Source: an optimization exercise on an open RTL-to-GDS flow (aim: small area and a short achievable clock period). Production flows keep margins and buffers that such runs may drop. Function was checked by simulation only, so behaviour that the tests miss may differ from the original. Power is estimated from default activity; no workload was simulated.

==> flow/design.v <==
package vliwPkg;
	typedef logic [32-1:0] word_t;
	typedef logic [5-1:0] regIdx_t;
	typedef logic [32-1:0] instr_t;
	typedef logic [16-1:0] instrC_t;
	typedef enum logic [1:0]
	{
		aluAdd = 2'd0,
		aluAnd = 2'd1,
		aluSra = 2'd2,
		aluOr  = 2'd3
	} aluOp_e;
	typedef enum logic
	{
		cSrcMove = 1'b0,
		cSrcImm  = 1'b1
	} cSrc_e;
endpackage
module vliwCore
(
	input  logic             clk,
	input  logic             reset,
	input  logic             bundleValid,
	input  vliwPkg::instr_t  instr,
	input  vliwPkg::instrC_t instrC,
	output logic             resultValid,
	output logic             wbWrite,
	output vliwPkg::regIdx_t wbReg,
	output vliwPkg::word_t   wbData,
	output logic             wbWriteC,
	output vliwPkg::regIdx_t wbRegC,
	output vliwPkg::word_t   wbDataC
);
	vliwPkg::word_t mem [32];
	logic mainWins;
	assign mainWins = wbWrite && !(wbWriteC && (wbRegC == wbReg));
	always_ff @(posedge clk)
	begin
		if (reset)
		begin
			for (int r = 0; r < 32; r++)
			begin
				mem[r] <= '0;
			end
		end
		else
		begin
			if (mainWins)
			begin
				mem[wbReg] <= wbData;
			end
			if (wbWriteC)
			begin
				mem[wbRegC] <= wbDataC;
			end
		end
	end
	logic isAdd, isAnd, isSra, isMv, isLi;
	vliwPkg::regIdx_t rs1, rs2, rsC;
	assign isAdd = (instr[6:0] == 7'b0110011);
	assign isAnd = (instr[6:0] == 7'b0010011) && (instr[14:12] == 3'b110);
	assign isSra = (instr[6:0] == 7'b0010011) && (instr[14:12] == 3'b101);
	assign isMv  = (instrC[1:0] == 2'b10);
	assign isLi  = (instrC[1:0] == 2'b01);
	assign rs1 = instr[19:15];
	assign rs2 = instr[24:20];
	assign rsC = instrC[6:2];
	vliwPkg::word_t rawA, rawB, rawC;
	assign rawA = mem[rs1];
	assign rawB = mem[rs2];
	assign rawC = mem[rsC];
	function automatic vliwPkg::word_t bypass(vliwPkg::regIdx_t src, vliwPkg::word_t raw);
		if (wbWriteC && (wbRegC == src))
			bypass = wbDataC;
		else if (wbWrite && (wbReg == src))
			bypass = wbData;
		else
			bypass = raw;
	endfunction
	vliwPkg::word_t opA1, opB1, opC1;
	always_comb
	begin
		opA1 = bypass(rs1, rawA);
		opB1 = bypass(rs2, rawB);
		opC1 = bypass(rsC, rawC);
	end
	logic             validQ, writeQ, writeCQ;
	logic             andQ, sraQ;
	vliwPkg::regIdx_t rdQ, rdCQ;
	vliwPkg::word_t   aQ, bQ, cQ;
	logic             hitAC, hitAM, hitBC, hitBM, hitCC, hitCM;
	always_ff @(posedge clk)
	begin
		if (reset)
		begin
			validQ  <= 1'b0;
			writeQ  <= 1'b0;
			writeCQ <= 1'b0;
		end
		else
		begin
			validQ  <= bundleValid;
			writeQ  <= bundleValid && (isAdd || isAnd || isSra);
			writeCQ <= bundleValid && (isMv || isLi);
		end
	end
	always_ff @(posedge clk)
	begin
		andQ  <= isAnd;
		sraQ  <= isSra;
		rdQ   <= instr[11:7];
		rdCQ  <= instrC[11:7];
		aQ    <= opA1;
		bQ    <= isAdd ? opB1 : {{(32-12){instr[31]}}, instr[31:20]};
		cQ    <= isLi ? {{(32-6){instrC[12]}}, instrC[12], instrC[6:2]} : opC1;
		hitAC <= writeCQ && (rdCQ == rs1);
		hitAM <= writeQ && (rdQ == rs1) && !(writeCQ && (rdCQ == rs1));
		hitBC <= isAdd && writeCQ && (rdCQ == rs2);
		hitBM <= isAdd && writeQ && (rdQ == rs2) && !(writeCQ && (rdCQ == rs2));
		hitCC <= !isLi && writeCQ && (rdCQ == rsC);
		hitCM <= !isLi && writeQ && (rdQ == rsC) && !(writeCQ && (rdCQ == rsC));
	end
	vliwPkg::word_t opA, opB, opC, aluResult;
	always_comb
	begin
		opA = hitAC ? wbDataC : (hitAM ? wbData : aQ);
		opB = hitBC ? wbDataC : (hitBM ? wbData : bQ);
		opC = hitCC ? wbDataC : (hitCM ? wbData : cQ);
		if (sraQ)
			aluResult = vliwPkg::word_t'($signed(opA) >>> bQ[4:0]);
		else if (andQ)
			aluResult = opA & opB;
		else
			aluResult = opA + opB;
	end
	always_ff @(posedge clk)
	begin
		if (reset)
		begin
			resultValid <= 1'b0;
			wbWrite     <= 1'b0;
			wbWriteC    <= 1'b0;
		end
		else
		begin
			resultValid <= validQ;
			wbWrite     <= writeQ;
			wbWriteC    <= writeCQ;
		end
	end
	always_ff @(posedge clk)
	begin
		wbReg   <= rdQ;
		wbData  <= aluResult;
		wbRegC  <= rdCQ;
		wbDataC <= opC;
	end
endmodule
==> flow/run.sh <==
#!/bin/bash
# synth_recipe.tcl (not shown) runs the flow's synth.tcl, then flattens the netlist and writes it again
# the make line also repeats each setting of config.mk as NAME=value (left out here)
make -C /OpenROAD-flow-scripts/flow DESIGN_CONFIG=/design/flow/config.mk WORK_HOME=/design/flow/orfs CLKGATE_MAP_FILE= SYNTH_SCRIPT=/design/flow/synth_recipe.tcl finish
==> flow/config.mk <==
export PLATFORM = sky130hd
export DESIGN_NAME = vliwCore
export DESIGN_NICKNAME = vliwCore
export VERILOG_FILES = /design/flow/design.v
export SDC_FILE = /design/flow/constraint.sdc
export NUM_CORES = 4
export LEC_CHECK = 0
export CAP_MARGIN = 20
export CORE_MARGIN = 2
export CORE_UTILIZATION = 35
export PLACE_DENSITY = 0.45
export SETUP_SLACK_MARGIN = 2.9
export SLEW_MARGIN = 20
==> flow/constraint.sdc <==
create_clock -name core_clock -period 6.0 [get_ports {clk}]
set_input_delay 1.2000 -clock core_clock [delete_from_list [all_inputs] [get_ports {clk}]]
set_output_delay 1.2000 -clock core_clock [all_outputs]
set_load 0.01 [all_outputs]
==> flow_summary.toml, run 1 <==
[outcome]
status = "timing/DRC/antenna clean"

[run]
maxCapViolCount = 0

[power_and_ir_drop]
combinationalPowerShare = 0.313
pwr-share-seq = 0.361
vdd_ir_drop_max_v = 0.000251
p_per_area_nw_per_um2 = 297
switching_share = 0.348
clkPwrFrac = 0.326
switchingPower_uw = 9740
leakagePower_uw = 0.0332
internal-power_uw = 18300

[global_routing]
grt_overflow = 0
grt_usage = 0.352
use_met2 = 0.515
grt_max_degree = 78
grt_busiest_layer = "met2"
use_met3 = 0.0838
grt_pass1_vias = 59000
antenna_found_initial = 10
grt_pass1_wl_um = 546000
met1_usage = 0.462

[placed_design]
place_area_um2 = 83700
port_buffers = 124
dp_hpwl_um = 223000
gp_congestion = 0.905
pre_cts_ws_ns = 0.776

[synthesis]
synth_ff_type = "edfxtp_1"
ys_seq_elements = 1218
synth_top_area_cell = "edfxtp_1"
syn_inst = 5499
ys_warn_count = 1
synth.most_common_cell = "edfxtp_1"
synth_common_cells = "edfxtp_1, a22o_1, mux4_2"
synth_top_area_share = 0.402
ys_seq_area_frac = 0.443
synth_area_leaders = "edfxtp_1, mux4_2, a22o_1"
synthArstFlopShare = 0
syn_area_per_cell_um2 = 14.3
yosysUniqueCellTypes = 64
synth_edf_count = 1056
syn_area_um2 = 78800

[clock_network]
cts_made_buffers = 150
h-tree-depth = 4
cts_max_path_buffers = 3
cts_sinks = 1218
clock_latency_ns = 0.84
ctsHoldBuffers = 0
cts_tree = "built"
clk_pin_slew_ns = 0.06
ctsRootBufferMaster = "clkbuf_16"

[finish]
design_area_um2 = 94500
multi_input_area_um2 = 41800
seqCellArea_um2 = 35100
area_delta_synth_final_pct = 19.8
nFillCells = 20200
finalNetCount = 5589
drive_gt1_frac = 0.374

[sta]
max_freq_mhz = 265
worst_slew_pin_slew_ns = 1.12
final.min_clock_period_ns = 3.78
skew_ns = 0.0351
hold_violations = 0
final.setup.tns_ns = 0
slew_headroom = 0.255
fin_ws_ns = 2.22
slew_viol_final = 0
whs_ns = 0.423
fin_crit_sh = 0.630
setup_viol = 0
rsz0062_at_grt = "yes"

[routing]
drt-total-wl_um = 413000
via_per_inst = 7.13
initialDrtViolationCount = 8724
vias = 61400
ant_nets = 0
wl_per_cell_um = 47.9
dr.pass1.iters = 6
drc = 0

[setup_path]
path_buf_inv = 3
critical_path_class = "reg -> reg"
worstPathCellList = "buf_12 -> mux2i_2 -> nor2_1 -> a21oi_2 -> inv_2 -> fa_2 -> a211oi_4 -> o21ai_2 -> nand3_2 -> nand3b_1 -> nor3_4 -> o221a_4 -> a31oi_2 -> xnor2_2 -> a221oi_4 -> buf_4"
cp-end-kind = "register"
critPathSlowestCell = "dfxtp_4"
cp_max_fo = 10
critPathTopFamily = "compound AO/OA/AOI/OAI gates"
critPathLaunchType = "register"
cp.arrival_ns = 4.54
required_ns = 6.76
cp_slowest_stage_delay_ns = 0.42

[worst_hold_path]
worstHoldPathType = "reg -> reg"

[floorplanning]
fp.dieH_um = 479
rows = 174
core-area_um2 = 224000
initial_core_util = 0.351
num_io_pins = 128
die_x_um = 479
dieArea_um2 = 229000
-- per-layer routing --
| layer | routed length, µm | part of all wire |
|---|---|---|
| met5 | 13 | 0.000031 |
| met4 | 33800 | 0.082 |
| met3 | 44200 | 0.11 |
| met2 | 179000 | 0.43 |
| met1 | 156000 | 0.38 |
-- registers in the layout (all words and copies together), names as in the netlist, 5 cells and up --
name / flops
aQ: 32
bQ: 32
cQ: 32
mem: 1024
rdCQ: 5
rdQ: 5
wbData: 32
wbDataC: 32
wbReg: 5
wbRegC: 5
-- through the flow --
step	cells	power (µW)	utilization
2_1_floorplan	5499	13600	-
3_3_place_gp	8081	16300	0.373
3_5_place_dp	8081	16300	0.373
4_1_cts	8581	27800	0.417
5_1_grt	8611	28500	0.421
6_report	8618	28000	0.421
-- final cells by class --
type                       count  area share
tap                         2992      0.0396
sequential                  1218       0.372
clock buffer                 196      0.0431
inverter                      47     0.00189
clock inverter                71     0.00671
timing repair buffer         668      0.0941
multi-input combinational   3419       0.443
antenna                        7    0.000185
-- path summary, 6_finish.rpt --
| check | startpoint | to | slack (ns) | cells after the start |
|---|---|---|---|---|
| max | hitAM$_DFF_P_ | wbData[30]$_DFF_P_ | 2.22 | 16 |
| min | rdCQ[3]$_DFF_P_ | wbRegC[3]$_DFF_P_ | 0.42 | 0 |
| max reg2reg | hitAM$_DFF_P_ | wbData[30]$_DFF_P_ | 2.22 | 16 |
| min reg2reg | rdCQ[3]$_DFF_P_ | wbRegC[3]$_DFF_P_ | 0.42 | 0 |
-- power by group through the flow --
stage | logic [µW] | clock network, µW | registers [µW]
6_report | 8780 | 9130 | 10100
5_1_grt | 8850 | 9480 | 10200
4_1_cts | 8490 | 9180 | 10100
3_5_place_dp | 5770 | 0 | 10500
3_3_place_gp | 5780 | 0 | 10500
2_1_floorplan | 3500 | 0 | 10100
-- logic make-up after synthesis --
kind of cell | Yosys count | share of synthesized area
AOI/OAI and AO/OA | 1516 | 0.151
xor gates and xnor gates | 89 | 0.00989
adders and majority gates | 34 | 0.00549
buffers and inverters | 867 | 0.0472
DFF | 1218 | 0.443
muxes | 1252 | 0.314
and+or+nand+nor | 523 | 0.0298
-- cells in the final DEF (no fill, tap or decap), types with 31 or more instances in the layout --
master and instances:
edfxtp_1 1056, a22o_1 1024, mux4_2 970, buf_4 311
mux2i_1 200, clkbuf_16 161, nor2_1 154, a21oi_1 148
nand2_1 147, dfxtp_1 114, o21ai_0 107, buf_12 105
nor2_4 69, bufbuf_16 63, dlygate4sd2_1 57, xor2_1 55
clkdlybuf4s50_1 45, mux2_2 42, inv_1 41, buf_6 40
a211oi_1 37, clkbuf_1 37, dfxtp_4 36, xnor2_1 32
mux2i_2 31
-- repair_timing --
item                       4_1_cts  5_1_grt
buffers inserted               167       22
resized for setup              496      109
gates cloned                    66        8
setup endpoints to repair     2147      637
pin swaps                       25       23
==> run 2, diff against run 1 <==
--- a/flow/design.v
+++ b/flow/design.v
@@ -16,6 +16,97 @@
 		cSrcImm  = 1'b1
 	} cSrc_e;
 endpackage
+module bypassInv
+(
+	input  logic           selC,
+	input  logic           selM,
+	input  logic           selN,
+	input  vliwPkg::word_t dC,
+	input  vliwPkg::word_t dM,
+	input  vliwPkg::word_t dN,
+	output vliwPkg::word_t outN
+);
+	assign outN = ~(({32{selC}} & dC) | ({32{selM}} & dM) | ({32{selN}} & dN));
+endmodule
+module addProp
+(
+	input  vliwPkg::word_t aN,
+	input  vliwPkg::word_t bN,
+	output vliwPkg::word_t p
+);
+	assign p = aN ^ bN;
+endmodule
+module addGen
+(
+	input  vliwPkg::word_t aN,
+	input  vliwPkg::word_t bN,
+	output vliwPkg::word_t g
+);
+	assign g = ~(aN | bN);
+endmodule
+module addLevel #(parameter int D = 1)
+(
+	input  vliwPkg::word_t         gIn,
+	input  vliwPkg::word_t         pIn,
+	output logic [32-1:D]  gOut,
+	output logic [32-1:2*D] pOut
+);
+	for (genvar i = D; i < 32; i++)
+	begin : g_g
+		assign gOut[i] = gIn[i] | (pIn[i] & gIn[i-D]);
+	end
+	for (genvar i = 2 * D; i < 32; i++)
+	begin : g_p
+		assign pOut[i] = pIn[i] & pIn[i-D];
+	end
+endmodule
+module addLevelLast #(parameter int D = 16)
+(
+	input  vliwPkg::word_t         gIn,
+	input  vliwPkg::word_t         pIn,
+	output logic [32-1:D]  gOut
+);
+	for (genvar i = D; i < 32; i++)
+	begin : g_g
+		assign gOut[i] = gIn[i] | (pIn[i] & gIn[i-D]);
+	end
+endmodule
+module addSum
+(
+	input  vliwPkg::word_t p,
+	input  vliwPkg::word_t carry,
+	output vliwPkg::word_t s
+);
+	assign s = p ^ {carry[32-2:0], 1'b0};
+endmodule
+module ksAdd
+(
+	input  vliwPkg::word_t aN,
+	input  vliwPkg::word_t bN,
+	output vliwPkg::word_t g,
+	output vliwPkg::word_t s
+);
+	vliwPkg::word_t p;
+	vliwPkg::word_t g1, g2, g4, g8, g16;
+	vliwPkg::word_t p1, p2, p4, p8;
+	addProp i_prop (.aN(aN), .bN(bN), .p(p));
+	addGen  i_gen  (.aN(aN), .bN(bN), .g(g));
+	assign g1[0]     = g[0];
+	assign g2[1:0]   = g1[1:0];
+	assign g4[3:0]   = g2[3:0];
+	assign g8[7:0]   = g4[7:0];
+	assign g16[15:0] = g8[15:0];
+	assign p1[1:0]   = '0;
+	assign p2[3:0]   = '0;
+	assign p4[7:0]   = '0;
+	assign p8[15:0]  = '0;
+	addLevel #(.D(1))     i_l1  (.gIn(g),  .pIn(p),  .gOut(g1[31:1]),  .pOut(p1[31:2]));
+	addLevel #(.D(2))     i_l2  (.gIn(g1), .pIn(p1), .gOut(g2[31:2]),  .pOut(p2[31:4]));
+	addLevel #(.D(4))     i_l4  (.gIn(g2), .pIn(p2), .gOut(g4[31:4]),  .pOut(p4[31:8]));
+	addLevel #(.D(8))     i_l8  (.gIn(g4), .pIn(p4), .gOut(g8[31:8]),  .pOut(p8[31:16]));
+	addLevelLast #(.D(16)) i_l16 (.gIn(g8), .pIn(p8), .gOut(g16[31:16]));
+	addSum i_sum (.p(p), .carry(g16), .s(s));
+endmodule
 module vliwCore
 (
 	input  logic             clk,
@@ -88,7 +179,7 @@
 	logic             andQ, sraQ;
 	vliwPkg::regIdx_t rdQ, rdCQ;
 	vliwPkg::word_t   aQ, bQ, cQ;
-	logic             hitAC, hitAM, hitBC, hitBM, hitCC, hitCM;
+	logic             hitAC, hitAM, hitAN, hitBC, hitBM, hitBN, hitCC, hitCM;
 	always_ff @(posedge clk)
 	begin
 		if (reset)
@@ -117,21 +208,26 @@
 		hitAM <= writeQ && (rdQ == rs1) && !(writeCQ && (rdCQ == rs1));
 		hitBC <= isAdd && writeCQ && (rdCQ == rs2);
 		hitBM <= isAdd && writeQ && (rdQ == rs2) && !(writeCQ && (rdCQ == rs2));
+		hitAN <= !(writeCQ && (rdCQ == rs1)) && !(writeQ && (rdQ == rs1));
+		hitBN <= !(isAdd && writeCQ && (rdCQ == rs2)) && !(isAdd && writeQ && (rdQ == rs2));
 		hitCC <= !isLi && writeCQ && (rdCQ == rsC);
 		hitCM <= !isLi && writeQ && (rdQ == rsC) && !(writeCQ && (rdCQ == rsC));
 	end
-	vliwPkg::word_t opA, opB, opC, aluResult;
+	vliwPkg::word_t opAN, opBN, opC, andResult, sum, aluResult;
+	bypassInv i_bypA (.selC(hitAC), .selM(hitAM), .selN(hitAN),
+		.dC(wbDataC), .dM(wbData), .dN(aQ), .outN(opAN));
+	bypassInv i_bypB (.selC(hitBC), .selM(hitBM), .selN(hitBN),
+		.dC(wbDataC), .dM(wbData), .dN(bQ), .outN(opBN));
+	ksAdd i_add (.aN(opAN), .bN(opBN), .g(andResult), .s(sum));
 	always_comb
 	begin
-		opA = hitAC ? wbDataC : (hitAM ? wbData : aQ);
-		opB = hitBC ? wbDataC : (hitBM ? wbData : bQ);
 		opC = hitCC ? wbDataC : (hitCM ? wbData : cQ);
 		if (sraQ)
-			aluResult = vliwPkg::word_t'($signed(opA) >>> bQ[4:0]);
+			aluResult = vliwPkg::word_t'($signed(~opAN) >>> bQ[4:0]);
 		else if (andQ)
-			aluResult = opA & opB;
-		else
-			aluResult = opA + opB;
+			aluResult = andResult;
+		else
+			aluResult = sum;
 	end
 	always_ff @(posedge clk)
 	begin
--- a/flow/config.mk
+++ b/flow/config.mk
@@ -11,3 +11,5 @@
 export PLACE_DENSITY = 0.45
 export SETUP_SLACK_MARGIN = 2.9
 export SLEW_MARGIN = 20
+export SYNTH_HIERARCHICAL = 1
+export TNS_END_PERCENT = 10
==> run 2 against run 1 <==
  * Combinational power decreased by 6.8%
  * Synthesized cell count increased by 12%
  * Critical path type is now in -> reg
  * Sequential share of layout area about the same
  * Non-clock buffer count increased by 15
  * Clock skew increased by 0.014 ns
  * Via count increased by 18%
  * Worst hold slack improved by 0.0089 ns
  * Clock power increased by 0.9%
  * Global-route usage increased by 1.5 points
  * First-iteration DRC count increased by 52%
  * Register-to-register slack improved by 0.49 ns
==> flow_summary.toml, run 2 <==
[synthesis]
syn_inst = 6153
syn_area_per_cell_um2 = 13.2
ys_warn_count = 7
syn_area_um2 = 81200

[routing]
initialDrtViolationCount = 13300
via_per_inst = 7.86
drc = 0
dr.pass1.iters = 9
ant_nets = 0
drt-total-wl_um = 461000
vias = 72200
wl_per_cell_um = 50.3

[clock_network]
ctsRootBufferMaster = "clkbuf_16"
cts_max_path_buffers = 3
clk_pin_slew_ns = 0.06
h-tree-depth = 4
cts_sinks = 1220
cts_made_buffers = 153
clock_latency_ns = 0.87
cts_tree = "built"

[finish]
final_cell_mix = "edfxtp_1, a32o_1, mux4_2"
area_delta_synth_final_pct = 16.4
largest_register_ffs = 1024
layout_commonest_cell = "edfxtp_1"
finalNetCount = 6058
drive_gt1_frac = 0.284
regMostFlops = "mem"
fin_util = 0.410

[floorplanning]
core-area_um2 = 230000
die_x_um = 486
dieArea_um2 = 236000
fp.dieH_um = 486
num_io_pins = 128
initial_core_util = 0.352
rows = 176

[run]
maxCapViolCount = 0

[setup_path]
ff2ff_path_depth = 13
critical_path_class = "in -> reg"
cp-end-kind = "register"
required_ns = 6.79
cp_max_fo = 14
critPathLaunchType = "input port"
cp.arrival_ns = 4.16

[worst_hold_path]
min_path_cells = 0
worstHoldPathType = "reg -> reg"

[power_and_ir_drop]
p_per_area_nw_per_um2 = 292
leakagePower_uw = 0.0328
vdd_ir_drop_max_v = 0.000363

[global_routing]
antenna_found_initial = 33
grt_pass1_wl_um = 598000
grt_usage = 0.367
grt_max_degree = 149
grt_pass1_vias = 67400
grt_overflow = 0

[sta]
slew_viol_final = 0
whs_ns = 0.432
fin_crit_sh = 0.562
slew_headroom = 0.191
final.min_clock_period_ns = 3.37
setup_viol = 0
hold_violations = 0
worst_slew_pin_slew_ns = 1.21
max_freq_mhz = 296
rsz0062_at_grt = "yes"
skew_ns = 0.0490
final.setup.tns_ns = 0

[placed_design]
dp_hpwl_um = 262000
gp_congestion = 0.936
port_buffers = 124

[outcome]
status = "timing/DRC/antenna clean"
[run 2: cell count changes in the layout (fill, tap and decap cells not counted), sizes merged, moves of 60 or more]
cell / change
a21o: +136
a21oi: -138
a222oi: +64
a22o: -997
a22oi: +161
a32o: +1025
and2: +107
mux2i: +156
mux4: -326
o21ai: -77
o22a: +60
o22ai: +159
[run 2: metrics by stage]
| stage | power (µW) | setup WS, ns | area, µm² | instances |
|---|---|---|---|---|
| floorplan | 13600 | 2.70 | 81200 | 6153 |
| global placement | 16500 | 1.19 | 85200 | 8630 |
| detailed placement | 16500 | 1.14 | 85300 | 8634 |
| CTS | 26300 | 2.62 | 92400 | 9055 |
| global route | 27900 | 2.69 | 94500 | 9162 |
| finish | 27600 | 2.63 | 94500 | 9178 |
[run 2: per-layer routing]
layer	global-route usage	share of wire	up-vias
met5	0	0.00098	-
met4	0.216	0.068	10
met3	0.131	0.15	1558
met2	0.539	0.43	6810
met1	0.464	0.36	37500
li1	-	-	26300
[run 2: critical path: stages]
cell and delay (ns):
clkbuf_4 0.35, nand3b_1 0.81, buf_4 0.42, o22ai_1 0.19, nor4_1 0.78, o221a_2 0.35
[run 2: final cells by class]
type | instances | area [µm²]
Fill cell | 21400 | 136000
Multi-Input combinational cell | 3918 | 42800
Sequential cell | 1220 | 35100
Timing Repair Buffer | 683 | 7920
Clock buffer | 217 | 4330
Tap cell | 3026 | 3790
Clock inverter | 67 | 450
Inverter | 30 | 115
Antenna cell | 17 | 42.5
[run 2: final timing paths]
path	slack, ns	start	endpoint
setup / recovery	2.63	instr[24]	bQ[28]$_DFF_P_
hold / removal	0.43	rdCQ[1]$_DFF_P_	wbRegC[1]$_DFF_P_
setup reg to reg	2.71	hitAC$_DFF_P_	wbData[31]$_DFF_P_
hold reg to reg	0.43	rdCQ[1]$_DFF_P_	wbRegC[1]$_DFF_P_
[run 2: what timing repair did]
action,4_1_cts,5_1_grt
gates resized for setup,199,170
gates cloned,8,28
pin swaps,58,19
hold endpoints to repair,0,0
buffers inserted,129,77
hold buffers,0,0
setup endpoints to repair,2162,1094
[run 2: power breakdown]
group	switching [µW]	internal [µW]
sequential	468	9710
clock	4150	5060
combinational	5410	2770
==> run 3, diff against run 2 <==
==> flow/flow/run.sh (new file) <==
#!/bin/bash
set -euo pipefail
bash standard.sh MATCH_CELL_FOOTPRINT=0 \
	'BUFFER_PORTS_ARGS=-buffer_cell sky130_fd_sc_hd__buf_4' \
	finish > standard.log 2>&1
==> flow/standard.sh (new file) <==
#!/bin/bash
# synth_recipe.tcl (not shown) runs the flow's synth.tcl, then flattens the netlist and writes it again
# the make line also repeats each setting of config.mk as NAME=value (left out here)
make -C /OpenROAD-flow-scripts/flow DESIGN_CONFIG=/design/flow/config.mk WORK_HOME=/design/flow/orfs CLKGATE_MAP_FILE= SYNTH_SCRIPT=/design/flow/synth_recipe.tcl "${@:-finish}"
removed: flow/run.sh
==> run 3 against run 2 <==
  * Sequential cell count unchanged
  * Count of clock-buffer cells in the layout down 15
  * Sequential power about the same
  * Wire length down 4.8%
  * Largest cell class unchanged
  * Cell area down 1.9%
  * Global-route usage down 0.87 points
  * Worst hold slack better by 0.0046 ns
  * Critical path type unchanged
  * Die area unchanged
  * Setup slack worse by 0.056 ns
  * First-iteration DRC count down 2.3%
  * Synthesized cell count unchanged
  * Via count down 2.4%
  * Still clean on timing, DRC and antenna
==> flow_summary.toml, run 3 <==
[worst_hold_path]
hold_start = "validQ$_SDFF_PP0_"
worstHoldPathType = "reg -> reg"
whs_endpoint = "resultValid$_SDFF_PP0_"
min_path_cells = 1

[clock_network]
clk_pin_slew_ns = 0.06
ctsRootBufferMaster = "clkbuf_16"
cts_max_path_buffers = 3
cts_sinks = 1220
cts_tree = "built"
clock_latency_ns = 0.87
cts_made_buffers = 153
h-tree-depth = 4

[setup_path]
path_buf_inv = 2
path_common_cell = "a21oi_1"
cp_slowest_stage_delay_ns = 0.77
critPathSlowestCell = "a21oi_1"
critPathTopFamily = "compound AO/OA/AOI/OAI gates"
ff2ff_path_depth = 9
reg2reg_slack_ns = 2.61
required_ns = 6.67
cp.arrival_ns = 4.09
cp-end-kind = "register"
cp_max_fo = 63
critPathLaunchType = "input port"
r2r_end = "mem[16][29]$_DFFE_PP_"
critical_path_class = "in -> reg"
worstPathCellList = "buf_8 -> buf_12 -> mux4_2 -> a22oi_1 -> a21oi_1 -> a21oi_1 -> o22ai_1"
r2r_start = "wbRegC[3]$_DFF_P_"

[routing]
drc = 0
ant_nets = 0
dr.pass1.iters = 7
wl_per_cell_um = 48.2
via_per_inst = 7.74
drt-total-wl_um = 439000
initialDrtViolationCount = 13000
vias = 70500

[synthesis]
syn_inst = 6153
syn_area_um2 = 81200
ys_warn_count = 7
syn_area_per_cell_um2 = 13.2

[floorplanning]
core-area_um2 = 230000
initial_core_util = 0.352
rows = 176
die_x_um = 486
dieArea_um2 = 236000
fp.dieH_um = 486
num_io_pins = 128

[power_and_ir_drop]
switchingPower_uw = 9300
clkPwrFrac = 0.361
vdd_ir_drop_max_v = 0.000339
leakagePower_uw = 0.0320
pwr-share-seq = 0.391
p_per_area_nw_per_um2 = 286
combinationalPowerShare = 0.249
internal-power_uw = 17300
switching_share = 0.350

[finish]
finalNetCount = 6006
area_delta_synth_final_pct = 14.3
fin_util = 0.403
drive_gt1_frac = 0.294
nFillCells = 21600
multi_input_area_um2 = 42800
seqCellArea_um2 = 35100
regMostFlops = "mem"
layout_commonest_cell = "edfxtp_1"
largest_register_ffs = 1024
design_area_um2 = 92800
final_cell_mix = "edfxtp_1, a32o_1, mux4_2"

[sta]
rsz0062_at_grt = "yes"
skew_ns = 0.0501
whs_ns = 0.437
hold_violations = 0
worst_slew_pin_slew_ns = 1.21
final.setup.tns_ns = 0
slew_headroom = 0.187
setup_viol = 0
final.min_clock_period_ns = 3.43
slew_viol_final = 0
max_freq_mhz = 292
fin_crit_sh = 0.571

[global_routing]
grt_max_degree = 120
grt_usage = 0.358
grt_pass1_vias = 66500
antenna_found_initial = 24
grt_pass1_wl_um = 586000
grt_overflow = 0

[placed_design]
port_buffers = 124
gp_congestion = 0.934
place_area_um2 = 85000
dp_hpwl_um = 265000

[run]
maxCapViolCount = 0

[outcome]
status = "timing/DRC/antenna clean"
## run 3: repair_timing
action | 4_1_cts | 5_1_grt
hold buffers | 0 | 0
pin swaps | 62 | 29
gates resized for setup | 153 | 76
setup buffers | 106 | 45
gates cloned | 9 | 5
setup endpoints to repair | 1926 | 1446
## run 3: how the worst max path moves through the flow
stage                                        to  cells after the start                  from  slack [ns]
after floorplan            mem[16][0]$_DFFE_PP_                      5                 reset        2.70
final                            bQ[10]$_DFF_P_                      7             instr[21]        2.57
after detailed placement  mem[25][26]$_DFFE_PP_                      5                 reset        1.47
after global placement     mem[0][16]$_DFFE_PP_                      5                 reset        1.44
after global routing      mem[16][29]$_DFFE_PP_                      9     wbRegC[3]$_DFF_P_        2.63
after CTS                            wbDataC[5]                      2  wbDataC[5]$_DFFE_PN_        2.69
## run 3: cell type report
cell class / count / share of cell area
multi-input cells: 3920 / 0.462
flip-flops and latches: 1220 / 0.378
well taps: 3026 / 0.0408
repair buffers: 629 / 0.0647
clock inverters: 74 / 0.00792
inverters: 30 / 0.00121
clock buffers: 202 / 0.0456
diodes: 8 / 0.000216
## run 3: layer usage
metal | routed length, µm | track usage | up-vias
li1 | - | - | 26200
met1 | 161000 | 0.459 | 36900
met2 | 192000 | 0.538 | 6026
met3 | 58400 | 0.116 | 1338
met4 | 27100 | 0.189 | 10
met5 | 213 | 0 | -
## run 3: worst register-to-register path, cell delays in order, from the launching register on
cell       delay (ns)
dfxtp_1          0.31
buf_4            0.31
xor2_1           0.28
nor4_4           0.09
buf_12           0.16
buf_12           0.13
a2111oi_4        0.33
buf_4            0.24
a211o_2          0.70
buf_4            0.47
## run 3: per-stage QoR
stage | setup WS (ns) | total power (µW) | std cells
4_1_cts | 2.69 | 26200 | 9049
6_report | 2.57 | 26600 | 9109
3_5_place_dp | 1.47 | 16400 | 8658
3_3_place_gp | 1.44 | 16400 | 8651
5_1_grt | 2.63 | 27000 | 9102
2_1_floorplan | 2.70 | 13600 | 6153
## run 3: power groups by stage
| stage | Sequential (µW) | Clock (µW) | Combinational, µW |
|---|---|---|---|
| 3_5_place_dp | 10600 | 0 | 5890 |
| 4_1_cts | 10400 | 9590 | 6220 |
| 6_report | 10400 | 9580 | 6600 |
| 2_1_floorplan | 10100 | 0 | 3500 |
| 3_3_place_gp | 10600 | 0 | 5850 |
| 5_1_grt | 10400 | 9860 | 6690 |
==> run 4, diff against run 3 <==
--- a/flow/design.v
+++ b/flow/design.v
@@ -30,19 +30,19 @@
 endmodule
 module addProp
 (
-	input  vliwPkg::word_t aN,
-	input  vliwPkg::word_t bN,
+	input  vliwPkg::word_t a,
+	input  vliwPkg::word_t b,
 	output vliwPkg::word_t p
 );
-	assign p = aN ^ bN;
+	assign p = a ^ b;
 endmodule
 module addGen
 (
-	input  vliwPkg::word_t aN,
-	input  vliwPkg::word_t bN,
+	input  vliwPkg::word_t a,
+	input  vliwPkg::word_t b,
 	output vliwPkg::word_t g
 );
-	assign g = ~(aN | bN);
+	assign g = a & b;
 endmodule
 module addLevel #(parameter int D = 1)
 (
@@ -81,16 +81,16 @@
 endmodule
 module ksAdd
 (
-	input  vliwPkg::word_t aN,
-	input  vliwPkg::word_t bN,
+	input  vliwPkg::word_t a,
+	input  vliwPkg::word_t b,
 	output vliwPkg::word_t g,
 	output vliwPkg::word_t s
 );
 	vliwPkg::word_t p;
 	vliwPkg::word_t g1, g2, g4, g8, g16;
 	vliwPkg::word_t p1, p2, p4, p8;
-	addProp i_prop (.aN(aN), .bN(bN), .p(p));
-	addGen  i_gen  (.aN(aN), .bN(bN), .g(g));
+	addProp i_prop (.a(a), .b(b), .p(p));
+	addGen  i_gen  (.a(a), .b(b), .g(g));
 	assign g1[0]     = g[0];
 	assign g2[1:0]   = g1[1:0];
 	assign g4[3:0]   = g2[3:0];
@@ -123,6 +123,9 @@
 	output vliwPkg::word_t   wbDataC
 );
 	vliwPkg::word_t mem [32];
+	vliwPkg::word_t fwdN, fwdCN, fwd, fwdC;
+	assign fwd  = ~fwdN;
+	assign fwdC = ~fwdCN;
 	logic mainWins;
 	assign mainWins = wbWrite && !(wbWriteC && (wbRegC == wbReg));
 	always_ff @(posedge clk)
@@ -138,11 +141,11 @@
 		begin
 			if (mainWins)
 			begin
-				mem[wbReg] <= wbData;
+				mem[wbReg] <= fwd;
 			end
 			if (wbWriteC)
 			begin
-				mem[wbRegC] <= wbDataC;
+				mem[wbRegC] <= fwdC;
 			end
 		end
 	end
@@ -162,9 +165,9 @@
 	assign rawC = mem[rsC];
 	function automatic vliwPkg::word_t bypass(vliwPkg::regIdx_t src, vliwPkg::word_t raw);
 		if (wbWriteC && (wbRegC == src))
-			bypass = wbDataC;
+			bypass = fwdC;
 		else if (wbWrite && (wbReg == src))
-			bypass = wbData;
+			bypass = fwd;
 		else
 			bypass = raw;
 	endfunction
@@ -178,7 +181,7 @@
 	logic             validQ, writeQ, writeCQ;
 	logic             andQ, sraQ;
 	vliwPkg::regIdx_t rdQ, rdCQ;
-	vliwPkg::word_t   aQ, bQ, cQ;
+	vliwPkg::word_t   aQN, bQN, cQ;
 	logic             hitAC, hitAM, hitAN, hitBC, hitBM, hitBN, hitCC, hitCM;
 	always_ff @(posedge clk)
 	begin
@@ -201,8 +204,8 @@
 		sraQ  <= isSra;
 		rdQ   <= instr[11:7];
 		rdCQ  <= instrC[11:7];
-		aQ    <= opA1;
-		bQ    <= isAdd ? opB1 : {{(32-12){instr[31]}}, instr[31:20]};
+		aQN   <= ~opA1;
+		bQN   <= ~(isAdd ? opB1 : {{(32-12){instr[31]}}, instr[31:20]});
 		cQ    <= isLi ? {{(32-6){instrC[12]}}, instrC[12], instrC[6:2]} : opC1;
 		hitAC <= writeCQ && (rdCQ == rs1);
 		hitAM <= writeQ && (rdQ == rs1) && !(writeCQ && (rdCQ == rs1));
@@ -213,17 +216,17 @@
 		hitCC <= !isLi && writeCQ && (rdCQ == rsC);
 		hitCM <= !isLi && writeQ && (rdQ == rsC) && !(writeCQ && (rdCQ == rsC));
 	end
-	vliwPkg::word_t opAN, opBN, opC, andResult, sum, aluResult;
+	vliwPkg::word_t opA, opB, opC, andResult, sum, aluResult;
 	bypassInv i_bypA (.selC(hitAC), .selM(hitAM), .selN(hitAN),
-		.dC(wbDataC), .dM(wbData), .dN(aQ), .outN(opAN));
+		.dC(fwdCN), .dM(fwdN), .dN(aQN), .outN(opA));
 	bypassInv i_bypB (.selC(hitBC), .selM(hitBM), .selN(hitBN),
-		.dC(wbDataC), .dM(wbData), .dN(bQ), .outN(opBN));
-	ksAdd i_add (.aN(opAN), .bN(opBN), .g(andResult), .s(sum));
+		.dC(fwdCN), .dM(fwdN), .dN(bQN), .outN(opB));
+	ksAdd i_add (.a(opA), .b(opB), .g(andResult), .s(sum));
 	always_comb
 	begin
-		opC = hitCC ? wbDataC : (hitCM ? wbData : cQ);
+		opC = hitCC ? fwdC : (hitCM ? fwd : cQ);
 		if (sraQ)
-			aluResult = vliwPkg::word_t'($signed(~opAN) >>> bQ[4:0]);
+			aluResult = vliwPkg::word_t'($signed(opA) >>> ~bQN[4:0]);
 		else if (andQ)
 			aluResult = andResult;
 		else
@@ -250,5 +253,7 @@
 		wbData  <= aluResult;
 		wbRegC  <= rdCQ;
 		wbDataC <= opC;
-	end
-endmodule
+		fwdN    <= ~aluResult;
+		fwdCN   <= ~opC;
+	end
+endmodule
==> run 4 against run 3 <==
  * Clock power hardly changed
  * Worst hold slack worse by 0.014 ns
  * Die area fell by 3.0%
  * Still clean
  * Utilization is 0.15 points lower
  * Setup slack got worse by 0.16 ns
  * Via count is 5.9% lower
  * Combinational power rose by about 10%
  * Cell count shrank 1.2%
  * Global-route usage decreased by 1.3 points
  * Highest routed layer unchanged
  * Non-clock buffer count down 68
  * Largest cell class unchanged
==> flow_summary.toml, run 4 <==
[setup_path]
worstPathCellList = "buf_4 -> buf_4 -> nand3b_1 -> buf_4 -> o22ai_1 -> nor4_1 -> o2111a_1"
critPathTopFamily = "buffers and inverters"
ff2ff_path_depth = 5
cp.arrival_ns = 4.38
critPathLaunchType = "input port"
startpoint = "instrC[2]"
reg2reg_slack_ns = 2.57
required_ns = 6.78
r2r_end = "mem[14][28]$_DFFE_PP_"
cp_max_fo = 27
path_common_cell = "buf_4"
cp_slowest_stage_delay_ns = 1.06
path_buf_inv = 3
critPathSlowestCell = "nor4_1"
r2r_start = "wbWriteC$_SDFF_PP0_"
critical_path_class = "in -> reg"
cp-end-kind = "register"

[finish]
area_delta_synth_final_pct = 14.3
layout_commonest_cell = "o22ai_1"
layout.cells.non_filler = 9001
regMostFlops = "mem"
design_area_um2 = 90000
finalNetCount = 5929
largest_register_ffs = 1024
drive_gt1_frac = 0.322
final_cell_mix = "o22ai_1, edfxtp_1, mux4_2"

[clock_network]
ctsRootBufferMaster = "clkbuf_16"
cts_sinks = 1284
cts_tree = "built"
cts_made_buffers = 151
ctsHoldBuffers = 0
clk_pin_slew_ns = 0.06
h-tree-depth = 4
clock_latency_ns = 0.85
cts_max_path_buffers = 3

[worst_hold_path]
whs_endpoint = "wbRegC[4]$_DFF_P_"
hold_start = "rdCQ[4]$_DFF_P_"
min_path_cells = 0
worstHoldPathType = "reg -> reg"

[synthesis]
ys_warn_count = 7
syn_area_um2 = 78700
syn_area_per_cell_um2 = 13.1
syn_inst = 6015

[floorplanning]
fp.dieH_um = 478
dieArea_um2 = 229000
initial_core_util = 0.351
core-area_um2 = 224000
num_io_pins = 128
die_x_um = 478
rows = 174

[sta]
setup_viol = 0
rsz0062_at_grt = "yes"
skew_ns = 0.0335
worst_slew_pin_slew_ns = 1.36
slew_viol_final = 0
final.min_clock_period_ns = 3.59
hold_violations = 0
slew_headroom = 0.0888
final.setup.tns_ns = 0
max_freq_mhz = 278
fin_crit_sh = 0.599

[routing]
wl_per_cell_um = 45.2
initialDrtViolationCount = 11400
vias = 66300
dr.pass1.iters = 7
drt-total-wl_um = 407000
ant_nets = 0
drc = 0
via_per_inst = 7.37

[outcome]
status = "timing/DRC/antenna clean"

[placed_design]
dp.cells = 8625
dp_hpwl_um = 248000
gp_congestion = 0.920
port_buffers = 124
place_area_um2 = 83000

[power_and_ir_drop]
vdd_ir_drop_max_v = 0.000245
p_per_area_nw_per_um2 = 307
leakagePower_uw = 0.0318

[global_routing]
grt_overflow = 0
grt_max_degree = 74
grt_pass1_wl_um = 547000
grt_usage = 0.345
antenna_found_initial = 22
grt_pass1_vias = 63300

[run]
maxCapViolCount = 0
## run 4: metal layers
layer  track usage  part of all wire
met3         0.133              0.14
met5             0           0.00027
met2         0.511              0.44
met1         0.444              0.37
met4         0.160             0.052
## run 4: how the worst max path moves through the flow
stage / cells after the start / slack, ns / endpoint
final: 7 / 2.41 / cQ[10]$_DFF_P_
after floorplan: 5 / 2.40 / mem[29][0]$_DFFE_PP_
after global routing: 11 / 2.61 / wbData[30]$_DFF_P_
after CTS: 7 / 2.40 / mem[12][15]$_DFFE_PP_
after detailed placement: 9 / 1.61 / cQ[6]$_DFF_P_
after global placement: 8 / 1.65 / cQ[6]$_DFF_P_
## run 4: repair_timing
item                                    4_1_cts  5_1_grt
gates resized for setup                     229       49
cloned                                        4        3
endpoints found under the setup margin     1211      841
hold endpoints to repair                      0        0
pin swaps                                   118        6
setup buffers                                73       10
## run 4: cell type report
class / count / area, µm²
antenna: 8 / 20.0
inverter: 76 / 285
sequential: 1284 / 36000
multi-input combinational: 3803 / 39700
tap: 2992 / 3740
timing repair buffer: 561 / 5230
clock buffer: 185 / 4130
fill: 21200 / 134000
clock inverter: 92 / 841
## run 4: per-stage QoR
stage	worst slack [ns]	hold WS [ns]	utilization	power [µW]
final	2.41	0.423	0.401	27600
after CTS	2.40	0.415	0.399	27300
after global routing	2.61	0.442	0.401	28100
after floorplan	2.40	0.395	-	14600
after detailed placement	1.61	0.413	0.370	17500
after global placement	1.65	0.422	0.370	17400
## run 4: power breakdown
group / switching [µW] / total [µW] / internal [µW]
logic: 4860 / 7280 / 2420
registers: 519 / 10700 / 10200
clock network: 4160 / 9580 / 5420
total: 9540 / 27600 / 18100
## run 4: worst register-to-register path, cell delays in order (launching register included)
cell and delay (ns):
dfxtp_1 0.66, nor2b_1 0.33, and3b_1 0.67, nand2_2 0.65
nand3b_1 0.34, buf_4 0.40
==> run 5, diff against run 4 <==
--- a/flow/design.v
+++ b/flow/design.v
@@ -126,26 +126,23 @@
 	vliwPkg::word_t fwdN, fwdCN, fwd, fwdC;
 	assign fwd  = ~fwdN;
 	assign fwdC = ~fwdCN;
-	logic mainWins;
-	assign mainWins = wbWrite && !(wbWriteC && (wbRegC == wbReg));
-	always_ff @(posedge clk)
-	begin
-		if (reset)
-		begin
-			for (int r = 0; r < 32; r++)
+	logic [32-1:0] wEnC, wEnM, wLoad, wSelC, wSelM;
+	always_comb
+	begin
+		for (int r = 0; r < 32; r++)
+		begin
+			wLoad[r] = reset || wEnC[r] || wEnM[r];
+			wSelC[r] = !reset && wEnC[r];
+			wSelM[r] = !reset && wEnM[r];
+		end
+	end
+	always_ff @(posedge clk)
+	begin
+		for (int r = 0; r < 32; r++)
+		begin
+			if (wLoad[r])
 			begin
-				mem[r] <= '0;
-			end
-		end
-		else
-		begin
-			if (mainWins)
-			begin
-				mem[wbReg] <= fwd;
-			end
-			if (wbWriteC)
-			begin
-				mem[wbRegC] <= fwdC;
+				mem[r] <= ({32{wSelC[r]}} & fwdC) | ({32{wSelM[r]}} & fwd);
 			end
 		end
 	end
@@ -249,6 +246,14 @@
 	end
 	always_ff @(posedge clk)
 	begin
+		for (int r = 0; r < 32; r++)
+		begin
+			wEnC[r] <= !reset && writeCQ && (rdCQ == r[4:0]);
+			wEnM[r] <= !reset && writeQ && (rdQ == r[4:0]) && !(writeCQ && (rdCQ == r[4:0]));
+		end
+	end
+	always_ff @(posedge clk)
+	begin
 		wbReg   <= rdQ;
 		wbData  <= aluResult;
 		wbRegC  <= rdCQ;
==> flow/flow/run.sh (replaced) <==
#!/bin/bash
set -euo pipefail
bash standard.sh MATCH_CELL_FOOTPRINT=0 REMOVE_ABC_BUFFERS=1 \
	'BUFFER_PORTS_ARGS=-buffer_cell sky130_fd_sc_hd__buf_4' \
	finish > standard.log 2>&1
--- a/flow/config.mk
+++ b/flow/config.mk
@@ -7,8 +7,10 @@
 export LEC_CHECK = 0
 export CAP_MARGIN = 20
 export CORE_MARGIN = 2
-export CORE_UTILIZATION = 35
-export PLACE_DENSITY = 0.45
+export CORE_UTILIZATION = 50
+export CTS_CLUSTER_DIAMETER = 150
+export CTS_CLUSTER_SIZE = 30
+export PLACE_DENSITY = 0.6
 export SETUP_SLACK_MARGIN = 2.9
 export SLEW_MARGIN = 20
 export SYNTH_HIERARCHICAL = 1
==> run 5 against run 4 <==
  * The flow now stops in 5_1_grt
  * Area after synthesis fell by 3.9%
  * Synthesized cell count up 23%
==> flow_summary.toml, run 5 <==
[global_routing]
grt_max_degree = 104
grt_overflow = 15
grt_pass1_wl_um = 890000
grt_pass1_vias = 90600
grt_usage = 0.858

[floorplanning]
rows = 142
die_x_um = 393
fp.dieH_um = 393
initial_core_util = 0.504
num_io_pins = 128

[placed_design]
port_buffers = 124
dp.cells = 9113
dp_hpwl_um = 393000
gp_congestion = 1.23

[clock_network]
h-tree-depth = 2
cts_max_path_buffers = 3
cts_made_buffers = 50
ctsHoldBuffers = 0
cts_sinks = 1348
ctsRootBufferMaster = "clkbuf_16"

[outcome]
status = "stopped before the end"
stop_stage = "5_1_grt"
error = "[ERROR GRT-0116] Global routing finished with congestion. Check the congestion regions in the DRC Viewer."

[synthesis]
syn_inst = 7387
syn_area_um2 = 75600
syn_area_per_cell_um2 = 10.2
ys_warn_count = 8
run 5: worst max path at each step:
stage / from / to / slack, ns / cells after the start
after CTS: instr[16] / aQN[21]$_DFF_P_ / 2.44 / 9
after detailed placement: instr[21] / bQN[15]$_DFF_P_ / 1.33 / 9
after global placement: instr[20] / bQN[20]$_DFF_P_ / 1.29 / 10
after floorplan: instrC[1] / cQ[3]$_DFF_P_ / 2.22 / 6
run 5: power by group through the flow:
stage	combinational, µW	sequential [µW]	clock, µW
2_1_floorplan	1680	12100	0
3_3_place_gp	5510	11600	0
3_5_place_dp	5540	11500	0
4_1_cts	5740	11300	4720
run 5: through the flow:
stage               cell area (µm²)  utilization  setup WS [ns]  hold slack (ns)
floorplan                     71600            -           2.22            0.414
global placement              80400        0.536           1.29            0.421
detailed placement            80500        0.537           1.33            0.443
CTS                           83200        0.555           2.44            0.462
run 5: what timing repair did:
item,CTS
hold endpoints to repair,0
resized for setup,115
setup endpoints to repair,167
setup buffers,80
pin swaps,56
run 5: layer usage:
layer,overflow,global-route usage
met4,5,0.775
met3,2,0.810
met5,0,0.714
met2,7,0.912
met1,1,0.887
==> run 6, diff against run 5 <==
==> flow/flow/run.sh (replaced) <==
#!/bin/bash
set -euo pipefail
bash standard.sh MATCH_CELL_FOOTPRINT=0 \
	'BUFFER_PORTS_ARGS=-buffer_cell sky130_fd_sc_hd__buf_4' \
	finish > standard.log 2>&1
==> run 6 against run 5 <==
  * The run again fails in 5_1_grt
  * Area after synthesis unchanged
  * Synthesized cell count unchanged
==> flow_summary.toml, run 6 <==
[placed_design]
dp_hpwl_um = 389000
place_area_um2 = 81000
port_buffers = 124
gp_congestion = 1.23

[clock_network]
cts_max_path_buffers = 3
h-tree-depth = 2
cts_made_buffers = 51
cts_sinks = 1348
ctsHoldBuffers = 0
ctsRootBufferMaster = "clkbuf_16"

[synthesis]
syn_area_per_cell_um2 = 10.2
syn_area_um2 = 75600
syn_inst = 7387
ys_warn_count = 8

[global_routing]
grt_pass1_wl_um = 862000
grt_usage = 0.825
grt_overflow = 4
grt_max_degree = 104
grt_pass1_vias = 91000

[outcome]
error = "[ERROR GRT-0116] Global routing finished with congestion. Check the congestion regions in the DRC Viewer."
stop_stage = "5_1_grt"
status = "stopped before the end"

[floorplanning]
fp.dieH_um = 393
die_x_um = 393
num_io_pins = 128
rows = 142
initial_core_util = 0.504
## run 6: metrics by stage
| stage | cells | utilization | power [µW] | setup WS, ns | hold WS (ns) |
|---|---|---|---|---|---|
| CTS | 9502 | 0.576 | 22400 | 2.74 | 0.464 |
| detailed placement | 9156 | 0.540 | 17300 | 0.863 | 0.435 |
| global placement | 9154 | 0.540 | 17200 | 0.981 | 0.426 |
| floorplan | 7387 | - | 14200 | 2.98 | 0.329 |
## run 6: worst max-delay path by stage
stage          startpoint                   end  slack (ns)  cells after the start
2_1_floorplan       reset  mem[18][0]$_DFFE_PP_        2.98                      4
3_3_place_gp    instr[22]       bQN[25]$_DFF_P_        0.98                      9
3_5_place_dp    instr[22]       bQN[25]$_DFF_P_        0.86                      9
4_1_cts         instr[22]        bQN[9]$_DFF_P_        2.74                     10
## run 6: what timing repair did
item | CTS
hold endpoints to repair | 0
setup buffers | 252
pin swaps | 143
gates cloned | 2
resized for setup | 327
endpoints found under the setup margin | 161
## run 6: per-layer routing
metal,global-route usage,overflow
met1,0.841,0
met3,0.735,2
met5,0.611,0
met2,0.920,1
met4,0.778,1
## run 6: power groups by stage
stage | combinational [µW] | clock [µW] | sequential [µW]
3_5_place_dp | 5970 | 0 | 11300
2_1_floorplan | 3020 | 0 | 11200
3_3_place_gp | 5910 | 0 | 11300
4_1_cts | 6510 | 4780 | 11100
==> run 7, diff against run 6 <==
--- a/flow/design.v
+++ b/flow/design.v
@@ -16,6 +16,41 @@
 		cSrcImm  = 1'b1
 	} cSrc_e;
 endpackage
+module mux4Word
+(
+	input  vliwPkg::word_t d0,
+	input  vliwPkg::word_t d1,
+	input  vliwPkg::word_t d2,
+	input  vliwPkg::word_t d3,
+	input  logic [1:0]     s,
+	output vliwPkg::word_t y
+);
+	assign y = s[1] ? (s[0] ? d3 : d2) : (s[0] ? d1 : d0);
+endmodule
+module readPort
+(
+	input  logic [32*32-1:0] mem,
+	input  logic [3:0]       idx,
+	output vliwPkg::word_t   lo,
+	output vliwPkg::word_t   hi
+);
+	logic [8*32-1:0] l1;
+	logic [2*32-1:0] l2;
+	assign lo = l2[0 +: 32];
+	assign hi = l2[32 +: 32];
+	for (genvar i = 0; i < 8; i++)
+	begin : g_l1
+		mux4Word i_m (.d0(mem[(4*i)*32 +: 32]), .d1(mem[(4*i+1)*32 +: 32]),
+			.d2(mem[(4*i+2)*32 +: 32]), .d3(mem[(4*i+3)*32 +: 32]),
+			.s(idx[1:0]), .y(l1[i*32 +: 32]));
+	end
+	for (genvar i = 0; i < 2; i++)
+	begin : g_l2
+		mux4Word i_m (.d0(l1[(4*i)*32 +: 32]), .d1(l1[(4*i+1)*32 +: 32]),
+			.d2(l1[(4*i+2)*32 +: 32]), .d3(l1[(4*i+3)*32 +: 32]),
+			.s(idx[3:2]), .y(l2[i*32 +: 32]));
+	end
+endmodule
 module bypassInv
 (
 	input  logic           selC,
@@ -157,9 +192,18 @@
 	assign rs2 = instr[24:20];
 	assign rsC = instrC[6:2];
 	vliwPkg::word_t rawA, rawB, rawC;
-	assign rawA = mem[rs1];
-	assign rawB = mem[rs2];
-	assign rawC = mem[rsC];
+	logic [32*32-1:0] memFlat;
+	vliwPkg::word_t loA, hiA, loB, hiB, loC, hiC;
+	for (genvar r = 0; r < 32; r++)
+	begin : g_flat
+		assign memFlat[r*32 +: 32] = mem[r];
+	end
+	readPort i_readA (.mem(memFlat), .idx(rs1[3:0]), .lo(loA), .hi(hiA));
+	readPort i_readB (.mem(memFlat), .idx(rs2[3:0]), .lo(loB), .hi(hiB));
+	readPort i_readC (.mem(memFlat), .idx(rsC[3:0]), .lo(loC), .hi(hiC));
+	assign rawA = rs1[4] ? hiA : loA;
+	assign rawB = rs2[4] ? hiB : loB;
+	assign rawC = rsC[4] ? hiC : loC;
 	function automatic vliwPkg::word_t bypass(vliwPkg::regIdx_t src, vliwPkg::word_t raw);
 		if (wbWriteC && (wbRegC == src))
 			bypass = fwdC;
--- a/flow/config.mk
+++ b/flow/config.mk
@@ -7,10 +7,8 @@
 export LEC_CHECK = 0
 export CAP_MARGIN = 20
 export CORE_MARGIN = 2
-export CORE_UTILIZATION = 50
-export CTS_CLUSTER_DIAMETER = 150
-export CTS_CLUSTER_SIZE = 30
-export PLACE_DENSITY = 0.6
+export CORE_UTILIZATION = 35
+export PLACE_DENSITY = 0.45
 export SETUP_SLACK_MARGIN = 2.9
 export SLEW_MARGIN = 20
 export SYNTH_HIERARCHICAL = 1
==> run 7 against run 6 <==
  * Now clean on timing, DRC and antenna
  * Area after synthesis rose by 9.0%
  * Synthesized cell count fell by 20%
==> flow_summary.toml, run 7 <==
[setup_path]
ff2ff_path_depth = 11
cp_slowest_stage_delay_ns = 0.63
cp-end-kind = "register"
worstPathCellList = "buf_6 -> a222oi_1 -> xor2_1 -> and2_4 -> and2_1 -> and2_1 -> a21o_1 -> xor2_1 -> mux2i_1 -> nor2_1 -> or4_1"
critical_path_class = "reg -> reg"
r2r_start = "hitAM$_DFF_P_"
r2r_end = "wbData[9]$_DFF_P_"
critPathSlowestCell = "a222oi_1"
critPathTopFamily = "simple AND/OR/NAND/NOR gates"
critPathLaunchType = "register"
cp.arrival_ns = 4.18
reg2reg_slack_ns = 2.52
path_buf_inv = 1
cp_max_fo = 6
required_ns = 6.69

[clock_network]
h-tree-depth = 4
cts_made_buffers = 158
ctsHoldBuffers = 0
cts_max_path_buffers = 3
ctsRootBufferMaster = "clkbuf_16"
cts_sinks = 1348
clock_latency_ns = 0.86
clk_pin_slew_ns = 0.06
cts_tree = "built"

[placed_design]
gp_congestion = 0.892
dp_hpwl_um = 225000
place_area_um2 = 85000
dp.cells = 8559
port_buffers = 124

[sta]
rsz0062_at_grt = "yes"
final.setup.tns_ns = 0
final.min_clock_period_ns = 3.48
setup_viol = 0
slew_headroom = 0.207
max_freq_mhz = 287
hold_violations = 0
skew_ns = 0.0348
worst_slew_pin_slew_ns = 1.19
fin_crit_sh = 0.581
slew_viol_final = 0

[outcome]
status = "timing/DRC/antenna clean"

[global_routing]
grt_usage = 0.315
grt_pass1_vias = 61400
grt_pass1_wl_um = 519000
grt_overflow = 0
antenna_found_initial = 24
grt_max_degree = 101

[finish]
nFillCells = 22100
drive_gt1_frac = 0.320
regMostFlops = "mem"
final_cell_mix = "o22ai_1, edfxtp_1, mux4_2"
layout_commonest_cell = "o22ai_1"
fin_util = 0.392
finalNetCount = 5733
layout.cells.non_filler = 8970
area_delta_synth_final_pct = 11.8
design_area_um2 = 92100
largest_register_ffs = 1024

[routing]
initialDrtViolationCount = 10200
ant_nets = 0
via_per_inst = 7.05
wl_per_cell_um = 43.3
drt-total-wl_um = 388000
vias = 63200
dr.pass1.iters = 8
drc = 0

[synthesis]
syn_area_per_cell_um2 = 14.0
ys_warn_count = 8
syn_inst = 5885
syn_area_um2 = 82400

[power_and_ir_drop]
p_per_area_nw_per_um2 = 303
leakagePower_uw = 0.0324
power.total_uw = 27900
vdd_ir_drop_max_v = 0.000286

[worst_hold_path]
hold_start = "validQ$_SDFF_PP0_"
whs_endpoint = "resultValid$_SDFF_PP0_"
worstHoldPathType = "reg -> reg"
min_path_cells = 1

[floorplanning]
num_io_pins = 128
fp.dieH_um = 489
rows = 178
initial_core_util = 0.351
die_x_um = 489
dieArea_um2 = 239000
core-area_um2 = 235000

[run]
maxCapViolCount = 0
[run 7: routing by layer]
metal | part of all wire | routed length [µm] | GRT usage
met1 | 0.37 | 144000 | 0.403
met2 | 0.46 | 177000 | 0.488
met3 | 0.12 | 47800 | 0.0968
met4 | 0.048 | 18600 | 0.147
met5 | 0.00026 | 99 | 0
[run 7: worst max-delay path by stage]
| stage | from | to | slack (ns) | cells past startpoint |
|---|---|---|---|---|
| final | hitAM$_DFF_P_ | wbData[9]$_DFF_P_ | 2.52 | 11 |
| after global routing | hitAM$_DFF_P_ | wbData[31]$_DFF_P_ | 2.47 | 15 |
| after CTS | instr[20] | bQN[15]$_DFF_P_ | 2.58 | 8 |
| after detailed placement | instrC[2] | cQ[10]$_DFF_P_ | 1.35 | 7 |
| after global placement | instrC[2] | cQ[9]$_DFF_P_ | 1.35 | 7 |
| after floorplan | instrC[2] | cQ[29]$_DFF_P_ | 2.88 | 8 |
[run 7: per-stage QoR]
| stage | setup WS, ns | hold slack (ns) |
|---|---|---|
| 2_1_floorplan | 2.88 | 0.329 |
| 6_report | 2.52 | 0.453 |
| 5_1_grt | 2.47 | 0.435 |
| 3_5_place_dp | 1.35 | 0.438 |
| 3_3_place_gp | 1.35 | 0.418 |
| 4_1_cts | 2.58 | 0.400 |
[run 7: power by group]
part,internal (µW),total [µW],switching [µW]
Combinational,2420,7020,4600
Sequential,10600,11000,431
Clock,5580,9840,4260
Total,18600,27900,9290
[run 7: cell type report]
type                            instances  area, µm²  share of cell area
Multi-Input combinational cell       3621      40700               0.442
Inverter                               72        270             0.00293
Clock buffer                          232       4600              0.0499
Clock inverter                         56        520             0.00565
Tap cell                             3150       3940              0.0428
Timing Repair Buffer                  480       4770              0.0518
Antenna cell                           11       27.5            0.000299
Sequential cell                      1348      37300               0.405
[run 7: repair_timing]
| action | CTS | global route |
|---|---|---|
| pin swaps | 75 | 7 |
| resized for setup | 137 | 51 |
| endpoints found under the setup margin | 152 | 156 |
| buffers inserted | 83 | 10 |
| gates cloned | 4 | 15 |
==> run 8, diff against run 7 <==
--- a/flow/design.v
+++ b/flow/design.v
@@ -142,6 +142,17 @@
 	addLevelLast #(.D(16)) i_l16 (.gIn(g8), .pIn(p8), .gOut(g16[31:16]));
 	addSum i_sum (.p(p), .carry(g16), .s(s));
 endmodule
+module resultMux
+(
+	input  logic           useSum,
+	input  vliwPkg::word_t sum,
+	input  vliwPkg::word_t other,
+	output vliwPkg::word_t y,
+	output vliwPkg::word_t yN
+);
+	assign y  = useSum ? sum : other;
+	assign yN = ~(useSum ? sum : other);
+endmodule
 module vliwCore
 (
 	input  logic             clk,
@@ -257,9 +268,11 @@
 		hitCC <= !isLi && writeCQ && (rdCQ == rsC);
 		hitCM <= !isLi && writeQ && (rdQ == rsC) && !(writeCQ && (rdCQ == rsC));
 	end
-	vliwPkg::word_t opA, opB, opC, andResult, sum, aluResult;
+	vliwPkg::word_t opA, opASh, opB, opC, andResult, sum, other, aluResult, aluResultN;
 	bypassInv i_bypA (.selC(hitAC), .selM(hitAM), .selN(hitAN),
 		.dC(fwdCN), .dM(fwdN), .dN(aQN), .outN(opA));
+	bypassInv i_bypASh (.selC(hitAC), .selM(hitAM), .selN(hitAN),
+		.dC(fwdCN), .dM(fwdN), .dN(aQN), .outN(opASh));
 	bypassInv i_bypB (.selC(hitBC), .selM(hitBM), .selN(hitBN),
 		.dC(fwdCN), .dM(fwdN), .dN(bQN), .outN(opB));
 	ksAdd i_add (.a(opA), .b(opB), .g(andResult), .s(sum));
@@ -267,12 +280,12 @@
 	begin
 		opC = hitCC ? fwdC : (hitCM ? fwd : cQ);
 		if (sraQ)
-			aluResult = vliwPkg::word_t'($signed(opA) >>> ~bQN[4:0]);
-		else if (andQ)
-			aluResult = andResult;
+			other = vliwPkg::word_t'($signed(opASh) >>> ~bQN[4:0]);
 		else
-			aluResult = sum;
+			other = andResult;
 	end
+	resultMux i_res (.useSum(!sraQ && !andQ), .sum(sum), .other(other),
+		.y(aluResult), .yN(aluResultN));
 	always_ff @(posedge clk)
 	begin
 		if (reset)
@@ -302,7 +315,7 @@
 		wbData  <= aluResult;
 		wbRegC  <= rdCQ;
 		wbDataC <= opC;
-		fwdN    <= ~aluResult;
+		fwdN    <= aluResultN;
 		fwdCN   <= ~opC;
 	end
 endmodule
--- a/flow/config.mk
+++ b/flow/config.mk
@@ -7,9 +7,9 @@
 export LEC_CHECK = 0
 export CAP_MARGIN = 20
 export CORE_MARGIN = 2
-export CORE_UTILIZATION = 35
-export PLACE_DENSITY = 0.45
-export SETUP_SLACK_MARGIN = 2.9
+export CORE_UTILIZATION = 50
+export PLACE_DENSITY = 0.6
+export SETUP_SLACK_MARGIN = 3.3
 export SLEW_MARGIN = 20
 export SYNTH_HIERARCHICAL = 1
 export TNS_END_PERCENT = 10
==> run 8 against run 7 <==
  * Sequential power barely moved
  * Clock power fell by 4.6%
  * Worst hold slack got worse by 0.00051 ns
  * Global-route usage rose by 9.2 points
  * Total power fell by 1.7%
  * Fmax rose by 11%
  * Wire length fell by 9.3%
  * Non-clock buffer count rose by 55
  * Cell count fell by 11%
  * Cell area fell by 0.33%
  * Clock skew fell by 0.0079 ns
==> flow_summary.toml, run 8 <==
[setup_path]
worstPathCellList = "buf_16 -> buf_4 -> mux4_2 -> mux4_2 -> mux2i_1 -> mux2_2 -> a221oi_1"
path_common_cell = "mux4_2"
r2r_start = "hitAC$_DFF_P_"
startpoint = "instrC[3]"
critPathSlowestCell = "buf_4"
ff2ff_path_depth = 9
reg2reg_slack_ns = 2.86
required_ns = 6.64
critPathLaunchType = "input port"
critical_path_class = "in -> reg"
cp-endpoint = "cQ[24]$_DFF_P_"
cp_max_fo = 53
cp-end-kind = "register"
cp_slowest_stage_delay_ns = 0.55
cp.arrival_ns = 3.79
r2r_end = "fwdN[11]$_DFF_P_"

[finish]
drive_gt1_frac = 0.343
largest_register_ffs = 1024
area_delta_synth_final_pct = 10.9
fin_util = 0.557
regMostFlops = "mem"
nFillCells = 13300
layout_commonest_cell = "o22ai_1"
finalNetCount = 5717
final_cell_mix = "o22ai_1, edfxtp_1, mux4_2"

[power_and_ir_drop]
combinationalPowerShare = 0.258
switching_share = 0.327
vdd_ir_drop_max_v = 0.000364
leakagePower_uw = 0.0330
clkPwrFrac = 0.342
switchingPower_uw = 8970
pwr-share-seq = 0.399
internal-power_uw = 18500
p_per_area_nw_per_um2 = 299

[routing]
initialDrtViolationCount = 11200
via_per_inst = 8.03
drc = 0
dr.pass1.iters = 13
wl_per_cell_um = 44.1
vias = 64200
drt-total-wl_um = 352000
ant_nets = 0

[sta]
rsz0062_at_grt = "yes"
slew_headroom = 0.280
fin_crit_sh = 0.525
worst_slew_pin_slew_ns = 1.08
hold_violations = 0
setup_viol = 0
final.min_clock_period_ns = 3.15
slew_viol_final = 0
max_freq_mhz = 317
final.setup.tns_ns = 0
skew_ns = 0.0269

[clock_network]
cts_tree = "built"
cts_sinks = 1348
clk_pin_slew_ns = 0.07
h-tree-depth = 4
clock_latency_ns = 0.84
cts_max_path_buffers = 3
ctsRootBufferMaster = "clkbuf_16"
ctsHoldBuffers = 0
cts_made_buffers = 151

[floorplanning]
die_x_um = 411
rows = 149
initial_core_util = 0.503
fp.dieH_um = 411
core-area_um2 = 165000
dieArea_um2 = 169000
num_io_pins = 128

[placed_design]
port_buffers = 124
gp_congestion = 0.958
dp_hpwl_um = 206000

[global_routing]
antenna_found_initial = 16
grt_max_degree = 101
grt_pass1_wl_um = 478000
grt_pass1_vias = 61200
grt_usage = 0.407
grt_overflow = 0

[synthesis]
ys_warn_count = 8
syn_area_per_cell_um2 = 14.2
syn_inst = 5814
syn_area_um2 = 82800

[worst_hold_path]
worstHoldPathType = "reg -> reg"

[outcome]
status = "timing/DRC/antenna clean"

[run]
maxCapViolCount = 0
[run 8: cell count changes in the layout (fill, tap and decap cells not counted), moves of 24 or more]
cell,before,now
nor2b_1,93,50
buf_6,35,61
nand2b_2,14,62
a211oi_1,78,46
nor2_1,179,146
mux2_4,1,34
nand2b_4,51,2
and2_1,127,95
o31a_1,33,0
nor3_1,47,21
mux2i_1,110,149
a222oi_1,64,96
and2_4,12,36
[run 8: worst min-delay path by stage]
stage / start / endpoint / slack [ns] / depth (start not counted)
after global routing: instr[9] / rdQ[2]$_DFF_P_ / 0.46 / 1
after floorplan: rdCQ[0]$_DFF_P_ / wbRegC[0]$_DFF_P_ / 0.33 / 0
after global placement: validQ$_SDFF_PP0_ / resultValid$_SDFF_PP0_ / 0.42 / 1
after detailed placement: validQ$_SDFF_PP0_ / resultValid$_SDFF_PP0_ / 0.43 / 1
final: validQ$_SDFF_PP0_ / resultValid$_SDFF_PP0_ / 0.45 / 1
after CTS: instrC[8] / rdCQ[1]$_DFF_P_ / 0.43 / 1
[run 8: cell type report]
| class | instances | area [µm²] | area share |
|---|---|---|---|
| Timing Repair Buffer | 535 | 5510 | 0.0600 |
| Sequential cell | 1348 | 37300 | 0.406 |
| Clock inverter | 79 | 714 | 0.00778 |
| Antenna cell | 7 | 17.5 | 0.000191 |
| Clock buffer | 199 | 4140 | 0.0451 |
| Multi-Input combinational cell | 3558 | 41200 | 0.448 |
| Tap cell | 2189 | 2740 | 0.0298 |
| Inverter | 71 | 270 | 0.00294 |
[run 8: layer usage]
metal / up-vias / GRT usage / part of all wire
li1: 24200 / - / -
met1: 32200 / 0.496 / 0.32
met2: 6242 / 0.603 / 0.44
met3: 1489 / 0.167 / 0.17
met4: 18 / 0.248 / 0.073
met5: - / 0.00622 / 0.0010
[run 8: stage by stage]
| stage | cell area, µm² | total power [µW] | hold slack [ns] | std cells | setup slack, ns |
|---|---|---|---|---|---|
| after CTS | 90400 | 26800 | 0.434 | 7909 | 2.89 |
| after floorplan | 82900 | 15100 | 0.329 | 5814 | 3.02 |
| final | 91800 | 27400 | 0.453 | 7986 | 2.85 |
| after detailed placement | 83900 | 17400 | 0.429 | 7555 | 1.53 |
| after global placement | 83900 | 17300 | 0.418 | 7555 | 1.55 |
| after global routing | 91800 | 27900 | 0.460 | 7984 | 2.86 |
[run 8: critical path: cells and delay by family]
kind | cells | cell delay, ns
buf+inv | 2 | 0.84
mux | 4 | 1.59
compound gates | 1 | 0.07
[run 8: what timing repair did]
item,in CTS,in global routing
resized for setup,190,129
setup endpoints to repair,172,295
pin swaps,54,55
buffers inserted,66,55
gates cloned,10,15
[run 8: power groups by stage]
stage	sequential, µW	clock, µW	combinational, µW
global placement	11100	0	6250
finish	10900	9390	7090
detailed placement	11100	0	6270
CTS	10900	9370	6520
floorplan	11100	0	3950
global route	11000	9700	7200

-- re-timing with driven ports --
Ports are ideal in the flow. The routed layouts listed here were re-timed in OpenROAD. Step 1, drivers: a clkbuf_16 drives clk and a buf_2 each remaining input, both assumed. Step 2 times the ports against the registers' clock, not the clock port: input delays grow and output delays shrink by t, the midpoint of the rising clock arrivals with the driver on. Slacks: no drivers / after step 1 / after step 2; pairs: no drivers / after step 1.
run	shift t [ns]	setup WS [ns]	hold WS [ns]
run 1	0.920	2.222 / 2.222 / 1.797	0.423 / 0.423 / 0.423
run 2	0.932	2.627 / 2.628 / 1.743	0.432 / 0.432 / 0.432
run 3	0.941	2.572 / 2.606 / 1.675	0.437 / 0.388 / 0.437
run 4	0.925	2.409 / 2.480 / 1.555	0.423 / 0.419 / 0.423
run 7	0.930	2.516 / 2.428 / 1.498	0.453 / 0.392 / 0.453
run 8	0.909	2.849 / 2.648 / 1.739	0.453 / 0.407 / 0.453
After both steps setup and hold are still met in every run listed. The setup slack of run 8, which loses most, moves by -0.201 ns with the drivers and by -1.110 ns with both steps.
